Source: an optimization exercise on an open RTL-to-GDS flow (aim: small area). Production flows keep margins and buffers that such runs may drop.
Function was checked by simulation only, so behaviour that the tests miss may differ from the original.
Power is estimated from default activity; no workload was simulated.

==> flow/design.v <==
package z_mips_pkg;
    localparam int DATA_W = 32;
    localparam logic [5:0] OP_RTYPE = 6'b000000;
    localparam logic [5:0] OP_ADDIU = 6'b001001;
    localparam logic [5:0] OP_ANDI  = 6'b001100;
    localparam logic [5:0] OP_BEQ   = 6'b000100;
    localparam logic [5:0] OP_BNE   = 6'b000101;
    localparam logic [5:0] OP_LW    = 6'b100011;
    localparam logic [5:0] OP_SW    = 6'b101011;
    localparam logic [5:0] FN_ADDU = 6'b100001;
    localparam logic [5:0] FN_SUBU = 6'b100011;
    localparam logic [5:0] FN_NOR  = 6'b100111;
    localparam logic [5:0] FN_SLL  = 6'b000000;
    localparam logic [5:0] FN_SRL  = 6'b000010;
    localparam int OP_HI    = 31;
    localparam int OP_LO    = 26;
    localparam int RS_HI    = 25;
    localparam int RS_LO    = 21;
    localparam int RT_HI    = 20;
    localparam int RT_LO    = 16;
    localparam int RD_HI    = 15;
    localparam int RD_LO    = 11;
    localparam int SHAMT_HI = 10;
    localparam int SHAMT_LO = 6;
    localparam int IMM_HI   = 15;
    localparam int IMM_LO   = 0;
    localparam int FN_HI    = 5;
    localparam int FN_LO    = 0;
    typedef enum logic {
        A_RS = 1'b0,
        A_RT = 1'b1
    } a_sel_e;
    typedef enum logic [1:0] {
        B_RT   = 2'd0,
        B_SEXT = 2'd1,
        B_ZEXT = 2'd2
    } b_sel_e;
    typedef struct packed {
        logic       legal;
        logic       use_rs;
        logic       use_rt;
        logic       dest_en;
        logic [4:0] dest;
        a_sel_e     a_sel;
        b_sel_e     b_sel;
    } decode_t;
    function automatic decode_t decode_ins(input logic [31:0] ins);
        decode_t    d;
        logic       has_dest;
        logic [5:0] op;
        logic [5:0] fn;
        op         = ins[OP_HI:OP_LO];
        fn         = ins[FN_HI:FN_LO];
        d          = '0;
        d.a_sel    = A_RS;
        d.b_sel    = B_RT;
        has_dest   = 1'b0;
        case (op)
            OP_RTYPE: begin
                case (fn)
                    FN_ADDU, FN_SUBU, FN_NOR: begin
                        d.legal  = 1'b1;
                        d.use_rs = 1'b1;
                        d.use_rt = 1'b1;
                        d.dest   = ins[RD_HI:RD_LO];
                        has_dest = 1'b1;
                    end
                    FN_SLL, FN_SRL: begin
                        d.legal  = 1'b1;
                        d.use_rt = 1'b1;
                        d.a_sel  = A_RT;
                        d.dest   = ins[RD_HI:RD_LO];
                        has_dest = 1'b1;
                    end
                    default: ;
                endcase
            end
            OP_ADDIU, OP_LW: begin
                d.legal  = 1'b1;
                d.use_rs = 1'b1;
                d.b_sel  = B_SEXT;
                d.dest   = ins[RT_HI:RT_LO];
                has_dest = 1'b1;
            end
            OP_ANDI: begin
                d.legal  = 1'b1;
                d.use_rs = 1'b1;
                d.b_sel  = B_ZEXT;
                d.dest   = ins[RT_HI:RT_LO];
                has_dest = 1'b1;
            end
            OP_BEQ, OP_BNE: begin
                d.legal  = 1'b1;
                d.use_rs = 1'b1;
                d.use_rt = 1'b1;
            end
            OP_SW: begin
                d.legal  = 1'b1;
                d.use_rs = 1'b1;
                d.use_rt = 1'b1;
                d.b_sel  = B_SEXT;
            end
            default: ;
        endcase
        d.dest_en = has_dest && (d.dest != 5'd0);
        decode_ins = d;
    endfunction
endpackage
import z_mips_pkg::*;
module z_regfile
#(
    parameter int W = DATA_W
) (
    input  logic         clk,
    input  logic         rst_n,
    input  logic [4:0]   rd_addr_a,
    output logic [W-1:0] rd_data_a,
    input  logic [4:0]   rd_addr_b,
    output logic [W-1:0] rd_data_b,
    input  logic         wr_en,
    input  logic [4:0]   wr_addr,
    input  logic [W-1:0] wr_data
);
    logic [W-1:0] mem [32];
    always_ff @(posedge clk or negedge rst_n) begin
        if (!rst_n) begin
            for (int i = 0; i < 32; i++) begin
                mem[i] <= '0;
            end
        end else if (wr_en && (wr_addr != 5'd0)) begin
            mem[wr_addr] <= wr_data;
        end
    end
    always_comb begin
        rd_data_a = mem[rd_addr_a];
        if (rd_addr_a == 5'd0) begin
            rd_data_a = '0;
        end else if (wr_en && (wr_addr == rd_addr_a)) begin
            rd_data_a = wr_data;
        end
    end
    always_comb begin
        rd_data_b = mem[rd_addr_b];
        if (rd_addr_b == 5'd0) begin
            rd_data_b = '0;
        end else if (wr_en && (wr_addr == rd_addr_b)) begin
            rd_data_b = wr_data;
        end
    end
endmodule
import z_mips_pkg::*;
module z_id_stage
#(
    parameter int DATA_W = 32
) (
    input  logic              clk,
    input  logic              rst_n,
    input  logic              ins_valid_in,
    input  logic [31:0]       ins_in,
    output logic              ins_ready,
    input  logic              ex_ready_in,
    input  logic              wb_en_in,
    input  logic [4:0]        wb_addr_in,
    input  logic [DATA_W-1:0] wb_data_in,
    output logic              alu_valid_out,
    output logic [DATA_W-1:0] a_out,
    output logic [DATA_W-1:0] b_out,
    output logic [4:0]        shamt_out,
    output logic [31:0]       ins_out,
    output logic [DATA_W-1:0] rt_data_out,
    output logic [4:0]        dest_out,
    output logic              dest_en_out,
    output logic              illegal_out
);
    z_mips_pkg::decode_t dec;
    logic [4:0]        rs;
    logic [4:0]        rt;
    logic [DATA_W-1:0] rs_data;
    logic [DATA_W-1:0] rt_data;
    logic [DATA_W-1:0] a_next;
    logic [DATA_W-1:0] b_next;
    logic [31:0]       pending;
    logic [31:0]       pending_next;
    logic              hazard_rs;
    logic              hazard_rt;
    logic              hazard;
    logic              accept;
    logic              issue;
    assign dec = z_mips_pkg::decode_ins(ins_in);
    assign rs  = ins_in[RS_HI:RS_LO];
    assign rt  = ins_in[RT_HI:RT_LO];
    z_regfile #(
        .W(DATA_W)
    ) u_regfile (
        .clk       (clk),
        .rst_n     (rst_n),
        .rd_addr_a (rs),
        .rd_data_a (rs_data),
        .rd_addr_b (rt),
        .rd_data_b (rt_data),
        .wr_en     (wb_en_in),
        .wr_addr   (wb_addr_in),
        .wr_data   (wb_data_in)
    );
    always_comb begin
        hazard_rs = dec.use_rs && pending[rs] && !(wb_en_in && (wb_addr_in == rs));
        hazard_rt = dec.use_rt && pending[rt] && !(wb_en_in && (wb_addr_in == rt));
        hazard    = hazard_rs || hazard_rt;
        ins_ready = (!alu_valid_out || ex_ready_in) && !hazard;
        accept    = ins_valid_in && ins_ready;
        issue     = accept && dec.legal;
    end
    always_comb begin
        a_next = (dec.a_sel == A_RT) ? rt_data : rs_data;
        case (dec.b_sel)
            B_SEXT:  b_next = {{(DATA_W-16){ins_in[IMM_HI]}}, ins_in[IMM_HI:IMM_LO]};
            B_ZEXT:  b_next = {{(DATA_W-16){1'b0}}, ins_in[IMM_HI:IMM_LO]};
            default: b_next = rt_data;
        endcase
    end
    always_comb begin
        pending_next = pending;
        if (wb_en_in) begin
            pending_next[wb_addr_in] = 1'b0;
        end
        if (issue && dec.dest_en) begin
            pending_next[dec.dest] = 1'b1;
        end
        pending_next[0] = 1'b0;
    end
    always_ff @(posedge clk or negedge rst_n) begin
        if (!rst_n) begin
            pending <= '0;
        end else begin
            pending <= pending_next;
        end
    end
    always_ff @(posedge clk or negedge rst_n) begin
        if (!rst_n) begin
            alu_valid_out <= 1'b0;
            a_out         <= '0;
            b_out         <= '0;
            shamt_out     <= '0;
            ins_out       <= '0;
            rt_data_out   <= '0;
            dest_out      <= '0;
            dest_en_out   <= 1'b0;
            illegal_out   <= 1'b0;
        end else begin
            illegal_out <= accept && !dec.legal;
            if (issue) begin
                alu_valid_out <= 1'b1;
                a_out         <= a_next;
                b_out         <= b_next;
                shamt_out     <= ins_in[SHAMT_HI:SHAMT_LO];
                ins_out       <= ins_in;
                rt_data_out   <= rt_data;
                dest_out      <= dec.dest;
                dest_en_out   <= dec.dest_en;
            end else if (ex_ready_in) begin
                alu_valid_out <= 1'b0;
            end
        end
    end
endmodule
==> flow/run.sh <==
#!/bin/bash
# synth_recipe.tcl (not shown) runs the flow's synth.tcl, then flattens the netlist and writes it again
# the make line also repeats each setting of config.mk as NAME=value (left out here)
make -C /OpenROAD-flow-scripts/flow DESIGN_CONFIG=/design/flow/config.mk WORK_HOME=/design/flow/orfs CLKGATE_MAP_FILE= SYNTH_SCRIPT=/design/flow/synth_recipe.tcl finish
==> flow/config.mk <==
export PLATFORM = sky130hd
export DESIGN_NAME = z_id_stage
export DESIGN_NICKNAME = z_id_stage
export VERILOG_FILES = /design/flow/design.v
export SDC_FILE = /design/flow/constraint.sdc
export NUM_CORES = 4
export LEC_CHECK = 0
export CAP_MARGIN = 20
export CORE_MARGIN = 2
export CORE_UTILIZATION = 40
export SLEW_MARGIN = 20
==> flow/constraint.sdc <==
create_clock -name core_clock -period 6.0 [get_ports {clk}]
set_input_delay 1.2000 -clock core_clock [delete_from_list [all_inputs] [get_ports {clk}]]
set_output_delay 1.2000 -clock core_clock [all_outputs]
set_load 0.01 [all_outputs]
==> flow_summary.json, run 1 <==
{
  "status": "finished clean",
  "path_clk_slew_ns": 0.06,
  "p_int_mw": 16.8,
  "cts_setup_buffers": 0,
  "ir_drop_v": 0.000232,
  "clk_latency_ns": 0.83,
  "clkPwrFrac_pct": 34.8,
  "endpoint_kind": "output pin",
  "h-tree-depth": 4,
  "via_per_inst": 7.67,
  "p_comb_share_pct": 20.7,
  "finalCritPeriodShare_pct": 89.2,
  "synth_edf_count": 0,
  "worstPathArrival_ns": 4.15,
  "die_w_um": 397,
  "fin_setup_tns_ns": 0,
  "vias": 60519,
  "switching_share_pct": 32.1,
  "p_per_area_mw_per_mm2": 340,
  "synth_nets": 5597,
  "slew_viol_final": 0,
  "grt_antenna_before_repair": 63,
  "seqPwrFrac_pct": 44.6,
  "synth-seq-cells": 1159,
  "synth_top_cell_area_share_pct": 47.0,
  "cts_resized": 0,
  "routedWlPerCell_um": 47.1,
  "drt-pass1-iter-count": 10,
  "ant_nets": 0,
  "synth_top_area_cell": "dfrtp_1",
  "rsz0062_at_grt": "no",
  "start_util_pct": 40.2,
  "cts.sinks": 1159,
  "syn_area_per_cell_um2": 11.2,
  "die_y_um": 397,
  "cp.required_ns": 4.80,
  "min_period_ns": 5.35,
  "ys_seq_area_share_pct": 47.0,
  "num_rows": 144,
  "fin_ws_ns": 0.646,
  "hold_slack_ns": 0.446,
  "synth_ff_type": "dfrtp_1",
  "setup_viol": 0,
  "area_delta_synth_final_pct": 18.0,
  "hold_class": "in2async",
  "holdBufCountCts": 0,
  "placed_cells": 7609,
  "grt_max_degree": 153,
  "grt_usage_pct": 46.2,
  "hpwl_mm": 242,
  "routed_wl_mm": 372,
  "dp_slack_ns": 0.648,
  "final-seq-area_mm2": 0.0290,
  "syn-instance-count": 5511,
  "ys_warn_count": 3,
  "drive_above_1_share_pct": 32.3,
  "gr-total-overflow": 0,
  "drtIter0Drc": 11815,
  "drcViolationCount": 0,
  "n_fill_cell": 14206,
  "cp-start-kind": "primary input",
  "clockBufferDepth": 3,
  "tightest_slew_ns": 1.35,
  "clock-root-buffer": "clkbuf_16",
  "relSlewSlack_pct": 10.0,
  "power_leakage_nw": 32.5,
  "coreArea_mm2": 0.154,
  "switchingPower_mw": 7.94,
  "grt_pass1_wl_mm": 496,
  "post_synth_main_area_contributors": "dfrtp_1 (47%), mux2_2 (20%), a22oi_1 (4.0%)",
  "worstSetupPathType": "in2out",
  "max_freq_mhz": 187,
  "cts_tree": "done",
  "synth_area_mm2": 0.0617,
  "cp_max_fo": 7,
  "async_reset_ff_share_pct": 100,
  "final_cells": 7893,
  "skew_ns": 0.0285,
  "cap_viol_max_count": 0,
  "die-area_mm2": 0.157,
  "grt_pass1_vias": 55792,
  "nets": 5786,
  "multi_input_area_mm2": 0.0307,
  "portBuffers": 215,
  "cts_buffers": 132,
  "final_hold_viol_count": 0,
  "gp_congestion": 1.06,
  "yosysUniqueCellTypes": 93,
  "io_pins": 216
}
[critical path, stage by stage]
cell and delay (ns):
clkdlybuf4s50_1 0.59, or4b_2 0.61, o2bb2ai_1 0.46, a21oi_1 0.15
o41a_1 0.42, and3_1 0.21, clkdlybuf4s50_1 0.50
[flip-flops by register name, summed over array words and instances, names as in the netlist]
| register | flops |
|---|---|
| dest_en_out | 1 |
| dest_out | 5 |
| b_out | 32 |
| a_out | 32 |
| pending | 31 |
| rt_data_out | 32 |
| illegal_out | 1 |
| alu_valid_out | 1 |
| ins_out | 28 |
| shamt_out | 4 |
| u_regfile.mem | 992 |
[layout by cell type, fill, tap and decap left out, types with 81 or more instances in the layout]
cell	Yosys	routed
nand2_1	168	139
mux2_2	1070	1070
clkbuf_16	0	135
o21ai_0	186	185
clkdlybuf4s50_1	0	201
nand4_1	144	144
a22oi_1	332	332
and3_1	326	324
mux2i_1	143	143
dfrtp_1	1159	1159
buf_4	25	360
nand3_1	244	244
nor2_1	135	81
a21oi_1	97	97
a2111oi_0	100	99
[routing by layer]
metal / track usage, % / part of all wire (%) / vias up
met2: 61.5 / 39 / 6369
met3: 22.9 / 16 / 2106
met5: 1.35 / 0.18 / -
met1: 55.9 / 35 / 30421
met4: 36.2 / 9.9 / 38
li1: - / - / 21585
[worst paths after layout]
path	startpoint	endpoint	slack (ns)	cells past startpoint
setup / recovery	ins_in[28]	ins_ready	0.65	7
hold / removal	rst_n	u_regfile.mem[1][17]	0.45	1
setup reg to reg	u_regfile.mem[20][16]	a_out[16]	2.36	7
hold reg to reg	ins_out[30]	ins_out[30]	0.49	1
max in group asynchronous	rst_n	u_regfile.mem[14][20]	4.00	2
min in group core_clock	ins_out[30]	ins_out[30]	0.49	1
[cell families after synthesis]
logic type	Yosys count	synth area share, %
buffers and inverters	588	4.07
multiplexers	1223	22.2
flip-flops	1159	47.0
adder cells (fa/ha/maj)	12	0.243
AO/OA/AOI/OAI	1158	13.8
AND/OR/NAND/NOR	1353	12.4
XOR/XNOR	18	0.256
[cell usage after synthesis, types with 44 or more instances]
library cell / number
a21oi_1: 97
and3_1: 326
nor2_1: 135
nor3_1: 62
nand4_1: 144
buf_2: 90
a2111oi_0: 100
mux2_2: 1070
clkbuf_1: 334
a31oi_1: 51
nand3_1: 244
dfrtp_1: 1159
buf_1: 104
a22oi_1: 332
a22o_1: 55
o21ai_0: 186
mux2i_1: 143
nand2_1: 168
a221oi_1: 44
[through the flow]
stage | total power [mW] | area, um2 | util (%)
after floorplan | 12.9 | 61700 | -
after global placement | 15.7 | 68100 | 44.4
after detailed placement | 15.9 | 68100 | 44.4
after CTS | 24.3 | 72600 | 47.3
after global routing | 25.2 | 72600 | 47.3
final | 24.7 | 72800 | 47.4
[final cells by class]
cell class | count | share of cell area, %
antenna | 50 | 0.172
clock buffer | 187 | 5.21
clock inverter | 46 | 0.913
tap | 2044 | 3.52
multi-input combinational | 3764 | 42.3
sequential | 1159 | 39.9
timing repair buffer | 618 | 7.93
inverter | 25 | 0.129
[power by group through the flow]
stage | registers [mW] | clock network, mW | logic (mW)
6_report | 11.0 | 8.59 | 5.10
3_3_place_gp | 11.0 | 0 | 4.77
5_1_grt | 11.1 | 8.92 | 5.23
4_1_cts | 10.9 | 8.60 | 4.88
3_5_place_dp | 11.0 | 0 | 4.86
2_1_floorplan | 10.5 | 0 | 2.45
==> inputs of run 2 (changes only) <==
--- a/flow/design.v
+++ b/flow/design.v
@@ -121,30 +121,48 @@
     input  logic [4:0]   wr_addr,
     input  logic [W-1:0] wr_data
 );
-    logic [W-1:0] mem [32];
+    logic [31:0]  wsel;
+    logic [31:0]  valid;
+    logic [31:1]  valid_q;
+    logic [31:0][W-1:0] q;
+    always_comb begin
+        for (int i = 0; i < 32; i++) begin
+            wsel[i] = wr_en && (wr_addr == i[4:0]);
+        end
+        wsel[0] = 1'b0;
+    end
+    assign q[0] = '0;
+    for (genvar i = 1; i < 32; i++) begin : g_reg
+        always_ff @(posedge clk) begin
+            if (wsel[i]) begin
+                q[i] <= wr_data;
+            end
+        end
+    end
     always_ff @(posedge clk or negedge rst_n) begin
         if (!rst_n) begin
-            for (int i = 0; i < 32; i++) begin
-                mem[i] <= '0;
-            end
-        end else if (wr_en && (wr_addr != 5'd0)) begin
-            mem[wr_addr] <= wr_data;
-        end
-    end
-    always_comb begin
-        rd_data_a = mem[rd_addr_a];
-        if (rd_addr_a == 5'd0) begin
-            rd_data_a = '0;
-        end else if (wr_en && (wr_addr == rd_addr_a)) begin
-            rd_data_a = wr_data;
-        end
-    end
-    always_comb begin
-        rd_data_b = mem[rd_addr_b];
-        if (rd_addr_b == 5'd0) begin
-            rd_data_b = '0;
-        end else if (wr_en && (wr_addr == rd_addr_b)) begin
-            rd_data_b = wr_data;
+            valid_q <= '0;
+        end else begin
+            valid_q <= valid_q | wsel[31:1];
+        end
+    end
+    assign valid = {valid_q, 1'b0};
+    logic         byp_a, byp_b;
+    logic [31:0]  rsel_a, rsel_b;
+    always_comb begin
+        byp_a = wr_en && (wr_addr == rd_addr_a) && (rd_addr_a != 5'd0);
+        byp_b = wr_en && (wr_addr == rd_addr_b) && (rd_addr_b != 5'd0);
+        for (int i = 0; i < 32; i++) begin
+            rsel_a[i] = (rd_addr_a == i[4:0]) && valid[i] && !byp_a;
+            rsel_b[i] = (rd_addr_b == i[4:0]) && valid[i] && !byp_b;
+        end
+        rsel_a[0] = 1'b0;
+        rsel_b[0] = 1'b0;
+        rd_data_a = {W{byp_a}} & wr_data;
+        rd_data_b = {W{byp_b}} & wr_data;
+        for (int i = 1; i < 32; i++) begin
+            rd_data_a = rd_data_a | ({W{rsel_a[i]}} & q[i]);
+            rd_data_b = rd_data_b | ({W{rsel_b[i]}} & q[i]);
         end
     end
 endmodule
@@ -175,10 +193,9 @@
     z_mips_pkg::decode_t dec;
     logic [4:0]        rs;
     logic [4:0]        rt;
-    logic [DATA_W-1:0] rs_data;
+    logic [4:0]        a_addr;
+    logic [DATA_W-1:0] a_data;
     logic [DATA_W-1:0] rt_data;
-    logic [DATA_W-1:0] a_next;
-    logic [DATA_W-1:0] b_next;
     logic [31:0]       pending;
     logic [31:0]       pending_next;
     logic              hazard_rs;
@@ -186,16 +203,18 @@
     logic              hazard;
     logic              accept;
     logic              issue;
+    logic              free;
     assign dec = z_mips_pkg::decode_ins(ins_in);
     assign rs  = ins_in[RS_HI:RS_LO];
     assign rt  = ins_in[RT_HI:RT_LO];
+    assign a_addr = (dec.a_sel == A_RT) ? rt : rs;
     z_regfile #(
         .W(DATA_W)
     ) u_regfile (
         .clk       (clk),
         .rst_n     (rst_n),
-        .rd_addr_a (rs),
-        .rd_data_a (rs_data),
+        .rd_addr_a (a_addr),
+        .rd_data_a (a_data),
         .rd_addr_b (rt),
         .rd_data_b (rt_data),
         .wr_en     (wb_en_in),
@@ -206,17 +225,10 @@
         hazard_rs = dec.use_rs && pending[rs] && !(wb_en_in && (wb_addr_in == rs));
         hazard_rt = dec.use_rt && pending[rt] && !(wb_en_in && (wb_addr_in == rt));
         hazard    = hazard_rs || hazard_rt;
-        ins_ready = (!alu_valid_out || ex_ready_in) && !hazard;
+        free      = !alu_valid_out || ex_ready_in;
+        ins_ready = free && !hazard;
         accept    = ins_valid_in && ins_ready;
         issue     = accept && dec.legal;
-    end
-    always_comb begin
-        a_next = (dec.a_sel == A_RT) ? rt_data : rs_data;
-        case (dec.b_sel)
-            B_SEXT:  b_next = {{(DATA_W-16){ins_in[IMM_HI]}}, ins_in[IMM_HI:IMM_LO]};
-            B_ZEXT:  b_next = {{(DATA_W-16){1'b0}}, ins_in[IMM_HI:IMM_LO]};
-            default: b_next = rt_data;
-        endcase
     end
     always_comb begin
         pending_next = pending;
@@ -238,28 +250,37 @@
     always_ff @(posedge clk or negedge rst_n) begin
         if (!rst_n) begin
             alu_valid_out <= 1'b0;
-            a_out         <= '0;
-            b_out         <= '0;
-            shamt_out     <= '0;
-            ins_out       <= '0;
-            rt_data_out   <= '0;
-            dest_out      <= '0;
-            dest_en_out   <= 1'b0;
             illegal_out   <= 1'b0;
         end else begin
-            illegal_out <= accept && !dec.legal;
-            if (issue) begin
-                alu_valid_out <= 1'b1;
-                a_out         <= a_next;
-                b_out         <= b_next;
-                shamt_out     <= ins_in[SHAMT_HI:SHAMT_LO];
-                ins_out       <= ins_in;
-                rt_data_out   <= rt_data;
-                dest_out      <= dec.dest;
-                dest_en_out   <= dec.dest_en;
-            end else if (ex_ready_in) begin
-                alu_valid_out <= 1'b0;
-            end
-        end
-    end
+            illegal_out   <= accept && !dec.legal;
+            alu_valid_out <= issue || !free;
+        end
+    end
+    logic [DATA_W-1:0] a_q;
+    logic [DATA_W-1:0] rt_q;
+    logic [31:0]       ins_q;
+    always_ff @(posedge clk) begin
+        if (free) begin
+            a_q   <= a_data;
+            rt_q  <= rt_data;
+            ins_q <= ins_in;
+        end
+    end
+    logic [5:0] op_q;
+    logic       b_rt;
+    logic       imm_hi;
+    logic       dest_rd;
+    logic       dest_rt;
+    assign op_q    = ins_q[OP_HI:OP_LO];
+    assign b_rt    = !op_q[5] && !op_q[3];
+    assign imm_hi  = ins_q[IMM_HI] && !op_q[2];
+    assign dest_rd = !op_q[5] && !op_q[3] && !op_q[2];
+    assign dest_rt = op_q[5] ^ op_q[3];
+    assign a_out       = a_q;
+    assign rt_data_out = rt_q;
+    assign ins_out     = ins_q;
+    assign shamt_out   = ins_q[SHAMT_HI:SHAMT_LO];
+    assign b_out       = b_rt ? rt_q : {{(DATA_W-16){imm_hi}}, ins_q[IMM_HI:IMM_LO]};
+    assign dest_out    = ({5{dest_rd}} & ins_q[RD_HI:RD_LO]) | ({5{dest_rt}} & ins_q[RT_HI:RT_LO]);
+    assign dest_en_out = |dest_out;
 endmodule
==> flow_summary.json, run 2 <==
{
  "drive_above_1_share_pct": 17.5,
  "synth-seq-cells": 1152,
  "syn_area_per_cell_um2": 14.6,
  "slew_viol_final": 0,
  "ys_top_cells_by_count": "edfxtp_1 (1088), a22oi_1 (431), clkbuf_1 (250)",
  "hold_class": "reg2reg",
  "die_w_um": 357,
  "cp.required_ns": 4.80,
  "coreArea_mm2": 0.124,
  "status": "finished clean",
  "rrSetupSlack_ns": 2.79,
  "ant_nets": 0,
  "synth-xor-area-share_pct": 0.278,
  "grt_antenna_before_repair": 16,
  "fin_ws_ns": 0.321,
  "largest_reg_flops": 992,
  "synth_top_area_cell": "edfxtp_1",
  "seqPwrFrac_pct": 49.1,
  "worstSetupPathType": "in2out",
  "cp-start-kind": "primary input",
  "cts_resized": 0,
  "crit_path_start": "ins_in[17]",
  "synth_top_family_by_area": "compound AO/OA/AOI/OAI gates",
  "dpl_cell_area_mm2": 0.0561,
  "ir_drop_v": 0.000224,
  "worstReg2RegStart": "u_regfile.valid_q[8]",
  "syn-instance-count": 3417,
  "h-tree-depth": 3,
  "grt_pass1_vias": 39513,
  "relSlewSlack_pct": 9.34,
  "p_comb_share_pct": 9.2,
  "num_rows": 129,
  "async_reset_ff_share_pct": 5.56,
  "io_pins": 216,
  "synth-compound-area-share_pct": 19.7,
  "switching_share_pct": 24.5,
  "final_cell_mix": "edfxtp_1 (1088), a22oi_1 (431), buf_4 (283)",
  "grt_max_degree": 65,
  "tightest_slew_ns": 1.35,
  "p_per_area_mw_per_mm2": 313,
  "synth_top_cell_area_share_pct": 65.5,
  "yosysMostFrequentCell": "edfxtp_1",
  "path_clk_slew_ns": 0.07,
  "cap_viol_max_count": 0,
  "grt_usage_pct": 38.1,
  "top_register": "u_regfile.q",
  "endpoint_kind": "output pin",
  "synth_edf_count": 1088,
  "clockBufferDepth": 3,
  "die-area_mm2": 0.128,
  "synth_adder_area_share_pct": 0.276,
  "ys_warn_count": 2,
  "final_common_cell": "edfxtp_1",
  "routedWlPerCell_um": 45.4,
  "holdBufCountCts": 0,
  "worstSetupEndpoint": "ins_ready",
  "routed_wl_mm": 250,
  "switchingPower_mw": 4.63,
  "power_leakage_nw": 19.9,
  "drcViolationCount": 0,
  "grt_pass1_wl_mm": 331,
  "ys_seq_area_share_pct": 68.7,
  "final_area_mm2": 0.0602,
  "max_freq_mhz": 176,
  "clkPwrFrac_pct": 41.7,
  "cts_setup_buffers": 0,
  "post_synth_main_area_contributors": "edfxtp_1 (65%), a22oi_1 (6.5%), a22o_1 (4.3%)",
  "synth_nets": 3502,
  "cts.sinks": 1152,
  "drt-pass1-iter-count": 33,
  "p_int_mw": 14.2,
  "portBuffers": 215,
  "worstRegToRegCells": 7,
  "rsz0062_at_grt": "no",
  "vias": 42468,
  "synth_area_mm2": 0.0499,
  "finalCritPeriodShare_pct": 94.7,
  "min_period_ns": 5.68,
  "skew_ns": 0.0396,
  "clk_latency_ns": 0.75,
  "die_y_um": 357,
  "n_fill_cell": 10549,
  "cts_tree": "done",
  "final_hold_viol_count": 0,
  "drtIter0Drc": 10990,
  "clock-root-buffer": "clkbuf_16",
  "cts_buffers": 114,
  "nets": 3849,
  "synthMuxAreaShare_pct": 1.44,
  "synth-simple-area-share_pct": 7.15,
  "worstPathArrival_ns": 4.48,
  "gp_congestion": 1.00,
  "dp_slack_ns": -0.0542,
  "cp_max_fo": 15,
  "gr-total-overflow": 0,
  "yosysUniqueCellTypes": 76,
  "area_delta_synth_final_pct": 20.6,
  "via_per_inst": 7.70,
  "hpwl_mm": 150,
  "synth_ff_type": "edfxtp_1",
  "setup_viol": 0,
  "start_util_pct": 40.3,
  "reg2reg_to": "a_q[16]"
}
==> run 2: cell count changes in the layout (fill, tap and decap cells not counted), sizes merged, moves of 133 or more <==
cell	delta
mux2i	-133
a22o	+192
edfxtp	+1088
mux2	-1051
a221oi	+137
nand3	-219
and3	-272
dfrtp	-1095
==> run 2: cell families after synthesis <==
| group | Yosys count |
|---|---|
| muxes | 47 |
| buffers and inverters | 314 |
| DFF | 1152 |
| AOI/OAI and AO/OA | 1226 |
| xor gates and xnor gates | 15 |
| adders and majority gates | 11 |
| and+or+nand+nor | 652 |
==> run 2: worst max-delay path: stages <==
cell and delay, ns:
clkdlybuf4s50_1 0.86, buf_4 0.33, mux4_2 0.33, mux4_2 0.45
mux2i_1 0.14, nor2_1 0.06, nor2_1 0.44, clkdlybuf4s50_1 0.64
==> run 2: how the worst min path moves through the flow <==
stage	startpoint	to	slack, ns	depth (start not counted)
floorplan	u_regfile.valid_q[10]	u_regfile.valid_q[10]	0.44	2
CTS	u_regfile.valid_q[3]	u_regfile.valid_q[3]	0.48	1
detailed placement	u_regfile.valid_q[3]	u_regfile.valid_q[3]	0.47	1
global placement	u_regfile.valid_q[3]	u_regfile.valid_q[3]	0.46	1
finish	u_regfile.valid_q[22]	u_regfile.valid_q[22]	0.49	1
global route	u_regfile.valid_q[30]	u_regfile.valid_q[30]	0.51	1
==> run 2: power groups by stage <==
stage	Sequential, mW	Clock [mW]	Combinational [mW]
finish	9.25	7.87	1.74
global placement	9.41	0	1.63
detailed placement	9.41	0	1.64
CTS	9.24	7.84	1.64
floorplan	9.37	0	0.598
global route	9.26	8.16	1.75
==> run 2: layer usage <==
| metal | global-route usage (%) | wire, um | vias to the layer above |
|---|---|---|---|
| met3 | 17.4 | 45400 | 1287 |
| met5 | 0.222 | 200 | - |
| met1 | 47.6 | 83700 | 20760 |
| li1 | - | - | 15296 |
| met2 | 53.0 | 101000 | 5109 |
| met4 | 24.9 | 20500 | 16 |
==> run 2: cell type report <==
class                   instances  area (um2)  share of cell area, %
repair buffers                527        4860                   8.07
flip-flops and latches       1152       34300                   56.9
multi-input cells            1951       14800                   24.6
well taps                    1637        2050                   3.40
clock buffers                 125        2960                   4.91
inverters                      18        67.6                  0.112
clock inverters                89        1120                   1.86
diodes                         13        32.5                 0.0541
==> run 2: per-stage QoR <==
stage / hold slack [ns] / instances / TNS, ns / util (%) / total power [mW]
4_1_cts: 0.483 / 5499 / 0 / 48.6 / 18.7
5_1_grt: 0.512 / 5501 / 0 / 48.6 / 19.2
2_1_floorplan: 0.444 / 3417 / 0 / - / 9.96
3_3_place_gp: 0.463 / 5284 / 0 / 45.3 / 11.0
3_5_place_dp: 0.468 / 5285 / -0.110 / 45.3 / 11.0
6_report: 0.486 / 5512 / 0 / 48.6 / 18.9
==> inputs of run 3 (changes only) <==
--- a/flow/design.v
+++ b/flow/design.v
@@ -107,63 +107,120 @@
     endfunction
 endpackage
 import z_mips_pkg::*;
+module z_ao22 (
+    input  logic a1,
+    input  logic a2,
+    input  logic b1,
+    input  logic b2,
+    output logic y
+);
+    assign y = (a1 & a2) | (b1 & b2);
+endmodule
+module z_aoi222 (
+    input  logic a1,
+    input  logic a2,
+    input  logic b1,
+    input  logic b2,
+    input  logic c1,
+    input  logic c2,
+    output logic y
+);
+    assign y = !((a1 & a2) | (b1 & b2) | (c1 & c2));
+endmodule
+module z_rd_bit (
+    input  logic [32:0] sel,
+    input  logic [32:0] val,
+    output logic        y
+);
+    logic [10:0] g_n;
+    for (genvar k = 0; k < 11; k++) begin : g_grp
+        z_aoi222 u_aoi (
+            .a1 (sel[3*k]),   .a2 (val[3*k]),
+            .b1 (sel[3*k+1]), .b2 (val[3*k+1]),
+            .c1 (sel[3*k+2]), .c2 (val[3*k+2]),
+            .y  (g_n[k])
+        );
+    end
+    assign y = !(&g_n);
+endmodule
 module z_regfile
 #(
     parameter int W = DATA_W
 ) (
     input  logic         clk,
     input  logic         rst_n,
+    input  logic         rd_en,
     input  logic [4:0]   rd_addr_a,
+    input  logic [W-1:0] hold_a,
     output logic [W-1:0] rd_data_a,
     input  logic [4:0]   rd_addr_b,
+    input  logic [W-1:0] hold_b,
     output logic [W-1:0] rd_data_b,
     input  logic         wr_en,
     input  logic [4:0]   wr_addr,
     input  logic [W-1:0] wr_data
 );
-    logic [31:0]  wsel;
-    logic [31:0]  valid;
-    logic [31:1]  valid_q;
+    logic [31:0]        wsel;
+    logic [31:0]        wsel_n;
+    logic [31:1]        valid;
     logic [31:0][W-1:0] q;
+    logic [31:0][W-1:0] d;
     always_comb begin
         for (int i = 0; i < 32; i++) begin
             wsel[i] = wr_en && (wr_addr == i[4:0]);
         end
         wsel[0] = 1'b0;
+        wsel_n  = ~wsel;
     end
     assign q[0] = '0;
+    assign d[0] = '0;
     for (genvar i = 1; i < 32; i++) begin : g_reg
+        for (genvar b = 0; b < W; b++) begin : g_bit
+            z_ao22 u_next (
+                .a1 (wsel[i]),   .a2 (wr_data[b]),
+                .b1 (wsel_n[i]), .b2 (q[i][b]),
+                .y  (d[i][b])
+            );
+        end
         always_ff @(posedge clk) begin
-            if (wsel[i]) begin
-                q[i] <= wr_data;
-            end
+            q[i] <= d[i];
         end
     end
     always_ff @(posedge clk or negedge rst_n) begin
         if (!rst_n) begin
-            valid_q <= '0;
+            valid <= '0;
         end else begin
-            valid_q <= valid_q | wsel[31:1];
+            valid <= valid | wsel[31:1];
         end
     end
-    assign valid = {valid_q, 1'b0};
-    logic         byp_a, byp_b;
-    logic [31:0]  rsel_a, rsel_b;
+    logic               byp_a, byp_b;
+    logic [32:0]        sel_a, sel_b;
+    logic [W-1:0][32:0] val_a, val_b;
     always_comb begin
         byp_a = wr_en && (wr_addr == rd_addr_a) && (rd_addr_a != 5'd0);
         byp_b = wr_en && (wr_addr == rd_addr_b) && (rd_addr_b != 5'd0);
-        for (int i = 0; i < 32; i++) begin
-            rsel_a[i] = (rd_addr_a == i[4:0]) && valid[i] && !byp_a;
-            rsel_b[i] = (rd_addr_b == i[4:0]) && valid[i] && !byp_b;
-        end
-        rsel_a[0] = 1'b0;
-        rsel_b[0] = 1'b0;
-        rd_data_a = {W{byp_a}} & wr_data;
-        rd_data_b = {W{byp_b}} & wr_data;
+        sel_a[0]  = rd_en && byp_a;
+        sel_b[0]  = rd_en && byp_b;
         for (int i = 1; i < 32; i++) begin
-            rd_data_a = rd_data_a | ({W{rsel_a[i]}} & q[i]);
-            rd_data_b = rd_data_b | ({W{rsel_b[i]}} & q[i]);
+            sel_a[i] = rd_en && !byp_a && valid[i] && (rd_addr_a == i[4:0]);
+            sel_b[i] = rd_en && !byp_b && valid[i] && (rd_addr_b == i[4:0]);
         end
+        sel_a[32] = !rd_en;
+        sel_b[32] = !rd_en;
+        for (int b = 0; b < W; b++) begin
+            val_a[b][0]  = wr_data[b];
+            val_b[b][0]  = wr_data[b];
+            for (int i = 1; i < 32; i++) begin
+                val_a[b][i] = q[i][b];
+                val_b[b][i] = q[i][b];
+            end
+            val_a[b][32] = hold_a[b];
+            val_b[b][32] = hold_b[b];
+        end
+    end
+    for (genvar b = 0; b < W; b++) begin : g_rd
+        z_rd_bit u_rd_a (.sel(sel_a), .val(val_a[b]), .y(rd_data_a[b]));
+        z_rd_bit u_rd_b (.sel(sel_b), .val(val_b[b]), .y(rd_data_b[b]));
     end
 endmodule
 import z_mips_pkg::*;
@@ -208,14 +265,21 @@
     assign rs  = ins_in[RS_HI:RS_LO];
     assign rt  = ins_in[RT_HI:RT_LO];
     assign a_addr = (dec.a_sel == A_RT) ? rt : rs;
+    logic [DATA_W-1:0] a_q;
+    logic [DATA_W-1:0] rt_q;
+    logic [31:0]       ins_q;
+    logic [31:0]       ins_d;
     z_regfile #(
         .W(DATA_W)
     ) u_regfile (
         .clk       (clk),
         .rst_n     (rst_n),
+        .rd_en     (free),
         .rd_addr_a (a_addr),
+        .hold_a    (a_q),
         .rd_data_a (a_data),
         .rd_addr_b (rt),
+        .hold_b    (rt_q),
         .rd_data_b (rt_data),
         .wr_en     (wb_en_in),
         .wr_addr   (wb_addr_in),
@@ -256,15 +320,17 @@
             alu_valid_out <= issue || !free;
         end
     end
-    logic [DATA_W-1:0] a_q;
-    logic [DATA_W-1:0] rt_q;
-    logic [31:0]       ins_q;
+    for (genvar b = 0; b < 32; b++) begin : g_ins
+        z_ao22 u_next (
+            .a1 (free),  .a2 (ins_in[b]),
+            .b1 (!free), .b2 (ins_q[b]),
+            .y  (ins_d[b])
+        );
+    end
     always_ff @(posedge clk) begin
-        if (free) begin
-            a_q   <= a_data;
-            rt_q  <= rt_data;
-            ins_q <= ins_in;
-        end
+        a_q   <= a_data;
+        rt_q  <= rt_data;
+        ins_q <= ins_d;
     end
     logic [5:0] op_q;
     logic       b_rt;
--- a/flow/config.mk
+++ b/flow/config.mk
@@ -7,5 +7,10 @@
 export LEC_CHECK = 0
 export CAP_MARGIN = 20
 export CORE_MARGIN = 2
-export CORE_UTILIZATION = 40
+export CORE_UTILIZATION = 50
+export CTS_BUF_LIST = sky130_fd_sc_hd__clkbuf_8
+export CTS_CLUSTER_DIAMETER = 50
+export CTS_CLUSTER_SIZE = 15
+export PLACE_DENSITY = 0.65
 export SLEW_MARGIN = 20
+export SYNTH_HIERARCHICAL = 1
==> flow_summary.json, run 3 <==
{
  "status": "finished clean",
  "cp_max_fo": 7,
  "skew_ns": 0.0463,
  "hold_class": "reg2reg",
  "gr-usage-met3_pct": 14.6,
  "holdBufCountCts": 0,
  "slew_viol_final": 0,
  "rsz0062_at_grt": "no",
  "cts_tree": "done",
  "worstSetupPathType": "in2out",
  "synth_top_cell_area_share_pct": 48.5,
  "cap_viol_max_count": 0,
  "syn-instance-count": 3757,
  "worst_path_most_repeated_cell": "clkdlybuf4s50_1",
  "largest_reg_flops": 992,
  "p_per_area_mw_per_mm2": 350,
  "via_per_inst": 8.18,
  "area_delta_synth_final_pct": 18.4,
  "grt-busiest-layer": "met2",
  "finalCritPeriodShare_pct": 93.0,
  "power_leakage_nw": 21.5,
  "ys_top_cells_by_count": "dfxtp_1 (1088), a22o_1 (1030), a222oi_1 (705)",
  "num_rows": 109,
  "grtUsageMet2_pct": 59.7,
  "die_y_um": 304,
  "ir_drop_v": 0.000238,
  "gr-total-overflow": 0,
  "cts_setup_buffers": 0,
  "grt_max_degree": 65,
  "cts_buffers": 113,
  "hpwl_mm": 124,
  "path_clk_slew_ns": 0.08,
  "relSlewSlack_pct": 15.0,
  "nets": 4339,
  "async_reset_ff_share_pct": 5.56,
  "power.total_mw": 18.6,
  "grt_pass1_wl_mm": 295,
  "ys_warn_count": 8,
  "cts.sinks": 1152,
  "worstPathArrival_ns": 4.38,
  "endpoint_kind": "output pin",
  "crit_slowest_cell": "clkdlybuf4s50_1",
  "routed_wl_mm": 207,
  "fin_setup_tns_ns": 0,
  "drt-pass1-iter-count": 15,
  "synth_ff_type": "dfxtp_1",
  "final_cell_mix": "dfxtp_1 (1088), a22o_1 (1030), a222oi_1 (705)",
  "fin_ws_ns": 0.418,
  "start_util_pct": 50.6,
  "clockBufferDepth": 3,
  "synth_area_mm2": 0.0449,
  "top_register": "u_regfile.q",
  "tightest_slew_ns": 1.27,
  "cp.required_ns": 4.80,
  "io_pins": 216,
  "gr-usage-met1_pct": 55.3,
  "gp_congestion": 0.977,
  "multi_input_area_mm2": 0.0216,
  "vias": 45149,
  "ys_seq_area_share_pct": 52.0,
  "grt_pass1_vias": 42196,
  "synth_edf_count": 0,
  "synth_top_area_cell": "dfxtp_1",
  "drcViolationCount": 0,
  "max_freq_mhz": 179,
  "h-tree-depth": 3,
  "crit_chain": "clkdlybuf4s50_1 > buf_4 > mux4_2 > mux2_2 > nor3b_1 > a311oi_1 > and2_1 > nor3_1 > clkdlybuf4s50_1",
  "synth_nets": 3840,
  "synth-seq-cells": 1152,
  "cp-start-kind": "primary input",
  "grt_antenna_before_repair": 11,
  "syn_area_per_cell_um2": 12.0,
  "clk_latency_ns": 0.83,
  "max_stage_delay_ns": 0.69,
  "die-area_mm2": 0.0923,
  "coreArea_mm2": 0.0888,
  "n_fill_cell": 7390,
  "routedWlPerCell_um": 37.5,
  "portBuffers": 215,
  "ant_nets": 0,
  "post_synth_main_area_contributors": "dfxtp_1 (48%), a22o_1 (20%), a222oi_1 (16%)",
  "dp_slack_ns": 0.195,
  "drtIter0Drc": 12179,
  "grt_usage_pct": 42.5,
  "final_common_cell": "dfxtp_1",
  "final_hold_viol_count": 0,
  "drive_above_1_share_pct": 13.0,
  "yosysUniqueCellTypes": 71,
  "setup_viol": 0,
  "final-seq-area_mm2": 0.0234,
  "die_w_um": 304,
  "min_period_ns": 5.58,
  "yosysMostFrequentCell": "dfxtp_1",
  "cts_resized": 0,
  "clock-root-buffer": "clkbuf_8"
}
-- run 3: cell types whose count changed after synthesis, sizes merged, moves of 35 or more --
cell and delta:
nor2 -55, dfxtp +1088, edfxtp -1088, a22oi -428
nand2 -36, and3 -52, and2 -35, a222oi +599
clkbuf -231, a221oi -180, a22o +783, o21ai -38
nand3 +69
-- run 3: worst paths after layout --
kind | to | depth (start not counted) | from | slack, ns
worst max-delay path | ins_ready | 9 | ins_in[21] | 0.42
worst max register to register | rt_q[28] | 10 | alu_valid_out | 2.12
max in group asynchronous | u_regfile.valid[8] | 2 | rst_n | 4.75
worst min-delay path | ins_q[22] | 1 | ins_q[22] | 0.47
min in group asynchronous | pending[1] | 2 | rst_n | 0.60
worst min register to register | ins_q[22] | 1 | ins_q[22] | 0.47
-- run 3: Yosys stat by module, one instance, submodules excluded, a selection --
module      flops+latches  cell area (um2)
z_ao22                  0             8.76
z_aoi222                0             10.0
z_id_stage            129             5140
z_rd_bit                0             23.8
-- run 3: routing by layer --
| layer | part of all wire, % | up-vias |
|---|---|---|
| li1 | - | 18053 |
| met3 | 16 | 762 |
| met5 | 0.013 | - |
| met4 | 7.3 | 4 |
| met1 | 36 | 21811 |
| met2 | 41 | 4519 |
-- run 3: final cells by class --
type                            count  share of cell area, %
Clock inverter                     81                   1.88
Sequential cell                  1152                   44.0
Antenna cell                        9                 0.0423
Multi-Input combinational cell   2510                   40.6
Clock buffer                      122                   3.16
Tap cell                         1165                   2.74
Timing Repair Buffer              429                   7.27
Inverter                           50                  0.355
-- run 3: stage by stage --
stage	util, %	hold WS [ns]	area [um2]	instances
2_1_floorplan	-	0.439	44900	3757
3_3_place_gp	56.8	0.453	50500	5305
3_5_place_dp	56.8	0.455	50500	5305
4_1_cts	59.9	0.477	53100	5508
5_1_grt	59.9	0.493	53200	5512
6_report	59.9	0.471	53200	5518
-- run 3: worst max-delay path: cells and delay by family --
family | cells | cell delay (ns)
compound gates | 1 | 0.12
buf+inv | 3 | 1.56
simple gates | 3 | 0.69
mux | 2 | 0.80
-- run 3: where the power goes --
group,switching [mW],internal (mW)
Combinational,1.10,1.37
Clock,3.07,2.68
Sequential,1.28,9.11
-- run 3: logic make-up (layout without fill, tap and decap cells) --
family / after synthesis / count (layout) / share of synthesized area [%]
xor+xnor: 25 / 25 / 0.521
other cells: 0 / 9 / 0
fa+ha+maj: 9 / 9 / 0.251
flops: 1152 / 1152 / 52.0
buf+inv: 95 / 682 / 0.983
mux: 41 / 41 / 1.34
simple gates: 583 / 583 / 7.26
compound gates: 1852 / 1852 / 37.6
==> inputs of run 4 (changes only) <==
==> flow/flow/run.sh (new file) <==
#!/bin/bash
# Standard layout with two changes made through ORFS's own variables:
#  - the port buffers are the smallest buffer (buf_1) rather than the
#    buffer_ports default;
#  - clock tree synthesis inserts no dummy loads (clkbuf_8 tree, sink
#    clusters of at most 15 flip-flops within 50 um).
# Synthesis is the standard synthesis, run unchanged on its own.
# Each step's full output goes to a log file in this folder (and ORFS's
# per-step logs under orfs/logs/).
set -euo pipefail
bash standard.sh synth > synth.log 2>&1
bash standard.sh \
  "BUFFER_PORTS_ARGS=-buffer_cell sky130_fd_sc_hd__buf_1" \
  "CTS_ARGS=-sink_clustering_enable -repair_clock_nets -dont_use_dummy_load -buf_list sky130_fd_sc_hd__clkbuf_8 -sink_clustering_size 15 -sink_clustering_max_diameter 50" \
  finish > layout.log 2>&1
==> flow/standard.sh (new file) <==
#!/bin/bash
# synth_recipe.tcl (not shown) runs the flow's synth.tcl, then flattens the netlist and writes it again
# the make line also repeats each setting of config.mk as NAME=value (left out here)
make -C /OpenROAD-flow-scripts/flow DESIGN_CONFIG=/design/flow/config.mk WORK_HOME=/design/flow/orfs CLKGATE_MAP_FILE= SYNTH_SCRIPT=/design/flow/synth_recipe.tcl "${@:-finish}"
removed: flow/run.sh
==> flow_summary.json, run 4 <==
{
  "rsz0062_at_grt": "no",
  "fin_setup_tns_ns": 0,
  "setup_viol": 0,
  "h-tree-depth": 3,
  "cp_max_fo": 32,
  "crit_slowest_cell": "or4_4",
  "grt_max_degree": 65,
  "start_util_pct": 50.6,
  "grt_pass1_vias": 42238,
  "async_reset_ff_share_pct": 5.56,
  "die_w_um": 304,
  "synth_top_area_cell": "dfxtp_1",
  "worstRegToRegCells": 10,
  "rrSetupSlack_ns": 2.22,
  "cts_setup_buffers": 0,
  "status": "finished clean",
  "post_synth_main_area_contributors": "dfxtp_1 (48%), a22o_1 (20%), a222oi_1 (16%)",
  "final_hold_viol_count": 0,
  "switchingPower_mw": 5.01,
  "hold_path.startpoint": "ins_q[23]",
  "largest_reg_flops": 992,
  "clk_latency_ns": 0.83,
  "path_clk_slew_ns": 0.09,
  "holdPathStages": 1,
  "clockBufferDepth": 3,
  "hold_class": "reg2reg",
  "num_rows": 109,
  "cts_buffers": 108,
  "final_common_cell": "dfxtp_1",
  "area_delta_synth_final_pct": 12.2,
  "reg2reg_to": "rt_q[28]",
  "cts_tree": "done",
  "dpl_cell_area_mm2": 0.0489,
  "vias": 45107,
  "final_cell_mix": "dfxtp_1 (1088), a22o_1 (1030), a222oi_1 (705)",
  "synth_top_cell_area_share_pct": 48.5,
  "endpoint_kind": "flop",
  "yosysUniqueCellTypes": 71,
  "holdBufCountCts": 0,
  "gr-total-overflow": 0,
  "syn_area_per_cell_um2": 12.0,
  "worst_path_most_repeated_cell": "buf_4",
  "top_register": "u_regfile.q",
  "hold_slack_ns": 0.473,
  "grt_pass1_wl_mm": 297,
  "via_per_inst": 8.36,
  "synth-seq-cells": 1152,
  "die-area_mm2": 0.0923,
  "ant_nets": 0,
  "ir_drop_v": 0.000190,
  "worstPathArrival_ns": 5.78,
  "switching_share_pct": 29.7,
  "hold_end": "ins_q[23]",
  "final_area_mm2": 0.0504,
  "p_per_area_mw_per_mm2": 335,
  "cts.sinks": 1152,
  "p_comb_share_pct": 13.4,
  "clkPwrFrac_pct": 24.8,
  "portBuffers": 215,
  "syn-instance-count": 3757,
  "min_period_ns": 5.10,
  "cp-start-kind": "primary input",
  "cp.required_ns": 6.68,
  "power_leakage_nw": 20.3,
  "worstSetupPathType": "in2reg",
  "hpwl_mm": 123,
  "tightest_slew_ns": 1.30,
  "cts_resized": 0,
  "crit_chain": "buf_1 > or4_4 > nor3b_4 > nand2_1 > mux2_2 > xnor2_1 > o211ai_4 > nor2_4 > buf_4 > nor3_2 > buf_4 > a222oi_1 > nand4_1 > or3_1",
  "skew_ns": 0.150,
  "yosysMostFrequentCell": "dfxtp_1",
  "finish.utilization_pct": 56.8,
  "drtIter0Drc": 13308,
  "grt_usage_pct": 43.1,
  "p_int_mw": 11.9,
  "worstReg2RegStart": "alu_valid_out",
  "routedWlPerCell_um": 38.8,
  "io_pins": 216,
  "finalCritPeriodShare_pct": 85.0,
  "synth_edf_count": 0,
  "die_y_um": 304,
  "slew_viol_final": 0,
  "drt-pass1-iter-count": 15,
  "ys_top_cells_by_count": "dfxtp_1 (1088), a22o_1 (1030), a222oi_1 (705)",
  "ys_seq_area_share_pct": 52.0,
  "synth_area_mm2": 0.0449,
  "nets": 4311,
  "n_fill_cell": 7697,
  "ys_warn_count": 8,
  "relSlewSlack_pct": 13.0,
  "seqPwrFrac_pct": 61.8,
  "synth_nets": 3840,
  "cap_viol_max_count": 0,
  "synth_ff_type": "dfxtp_1",
  "max_freq_mhz": 196,
  "coreArea_mm2": 0.0888,
  "max_stage_delay_ns": 0.59,
  "grt_antenna_before_repair": 5,
  "drive_above_1_share_pct": 10.9,
  "crit_path_start": "ins_in[28]",
  "routed_wl_mm": 209,
  "gp_congestion": 1.00,
  "clock-root-buffer": "clkbuf_8",
  "drcViolationCount": 0
}
-- run 4: cell counts after synthesis --
No cell type changed its count.
-- run 4: logic make-up after synthesis --
group	after synthesis	share of synthesized area (%)
AOI/OAI and AO/OA	1852	37.6
and+or+nand+nor	583	7.26
muxes	41	1.34
DFF	1152	52.0
xor gates and xnor gates	25	0.521
buffers and inverters	95	0.983
adders and majority gates	9	0.251
-- run 4: metrics by stage --
| step | std cells | power [mW] | worst slack (ns) |
|---|---|---|---|
| 5_1_grt | 5393 | 17.4 | 0.777 |
| 4_1_cts | 5391 | 16.7 | 1.15 |
| 6_report | 5398 | 16.9 | 0.898 |
| 2_1_floorplan | 3757 | 11.6 | 0.0626 |
| 3_3_place_gp | 5282 | 12.6 | 0.372 |
| 3_5_place_dp | 5283 | 12.7 | 0.355 |
-- run 4: worst max-delay path by stage --
stage | slack, ns | to | depth (start not counted)
final | 0.90 | a_q[4] | 14
after global routing | 0.78 | a_q[4] | 14
after CTS | 1.15 | ins_ready | 7
after detailed placement | 0.36 | a_q[4] | 14
after global placement | 0.37 | a_q[5] | 14
after floorplan | 0.06 | rt_q[0] | 8
-- run 4: final cells by class --
type                            count  area [um2]  share of cell area (%)
Sequential cell                  1152       23400                    46.4
Multi-Input combinational cell   2510       21600                    42.9
Timing Repair Buffer              406        2270                    4.51
Clock buffer                      108        1490                    2.95
Tap cell                         1165        1460                    2.89
Inverter                           50         189                   0.375
Antenna cell                        7        17.5                  0.0347
-- run 4: worst max-delay path: cells and delay by family --
family | cells | cell delay, ns
muxes | 1 | 0.43
buffers and inverters | 3 | 0.80
xor gates and xnor gates | 1 | 0.27
AOI/OAI and AO/OA | 2 | 0.56
and+or+nand+nor | 7 | 2.51
-- run 4: modules after synthesis (local to each module, per instance), excerpt --
module	flops+latches	cell area, um2	cells inside
z_id_stage	129	5140	436
z_aoi222	0	10.0	1
z_rd_bit	0	23.8	4
z_ao22	0	8.76	1
-- run 4: per-layer routing --
metal / track usage (%) / part of all wire [%]
met1: 55.3 / 35
met4: 28.6 / 8.1
met5: 0 / 0.0062
met3: 14.5 / 16
met2: 61.4 / 41
-- run 4: power groups by stage --
stage	Sequential (mW)	Clock (mW)	Combinational, mW
global route	10.6	4.45	2.41
CTS	10.3	4.16	2.21
global placement	10.5	0	2.13
detailed placement	10.5	0	2.20
finish	10.4	4.18	2.27
floorplan	10.1	0	1.46

==> static timing again, ports no longer ideal <==
The flow's constraints put no driver on any port. The routed layouts listed below were extracted and timed again, unchanged, in two steps. Step 1 sets driving cells, clkbuf_16 on the clock port and buf_2 on the other inputs (assumed; they add their load-dependent delay and slew). Step 2 times the ports against the registers' clock, not the clock port: input delays grow and output delays shrink by t, the midpoint of the rising clock arrivals with the driver on. Three values: ideal, step 1, step 2; two values: the first two.
run	t (ns)	setup slack, ns	worst register clock-pin slew, ns
run 1	0.906	0.646 / 0.623 / 0.407	0.07 / 0.07
run 2	0.807	0.321 / 0.297 / -0.313	0.07 / 0.07
run 3	0.871	0.418 / 0.390 / 0.034	0.10 / 0.10
run 4	0.829	0.898 / 0.946 / 0.118	0.10 / 0.10
With both steps, setup timing fails in run 2, where it was met with ideal ports. The setup slack of run 4, which loses most, moves by +0.048 ns with the drivers and by -0.780 ns with both steps.
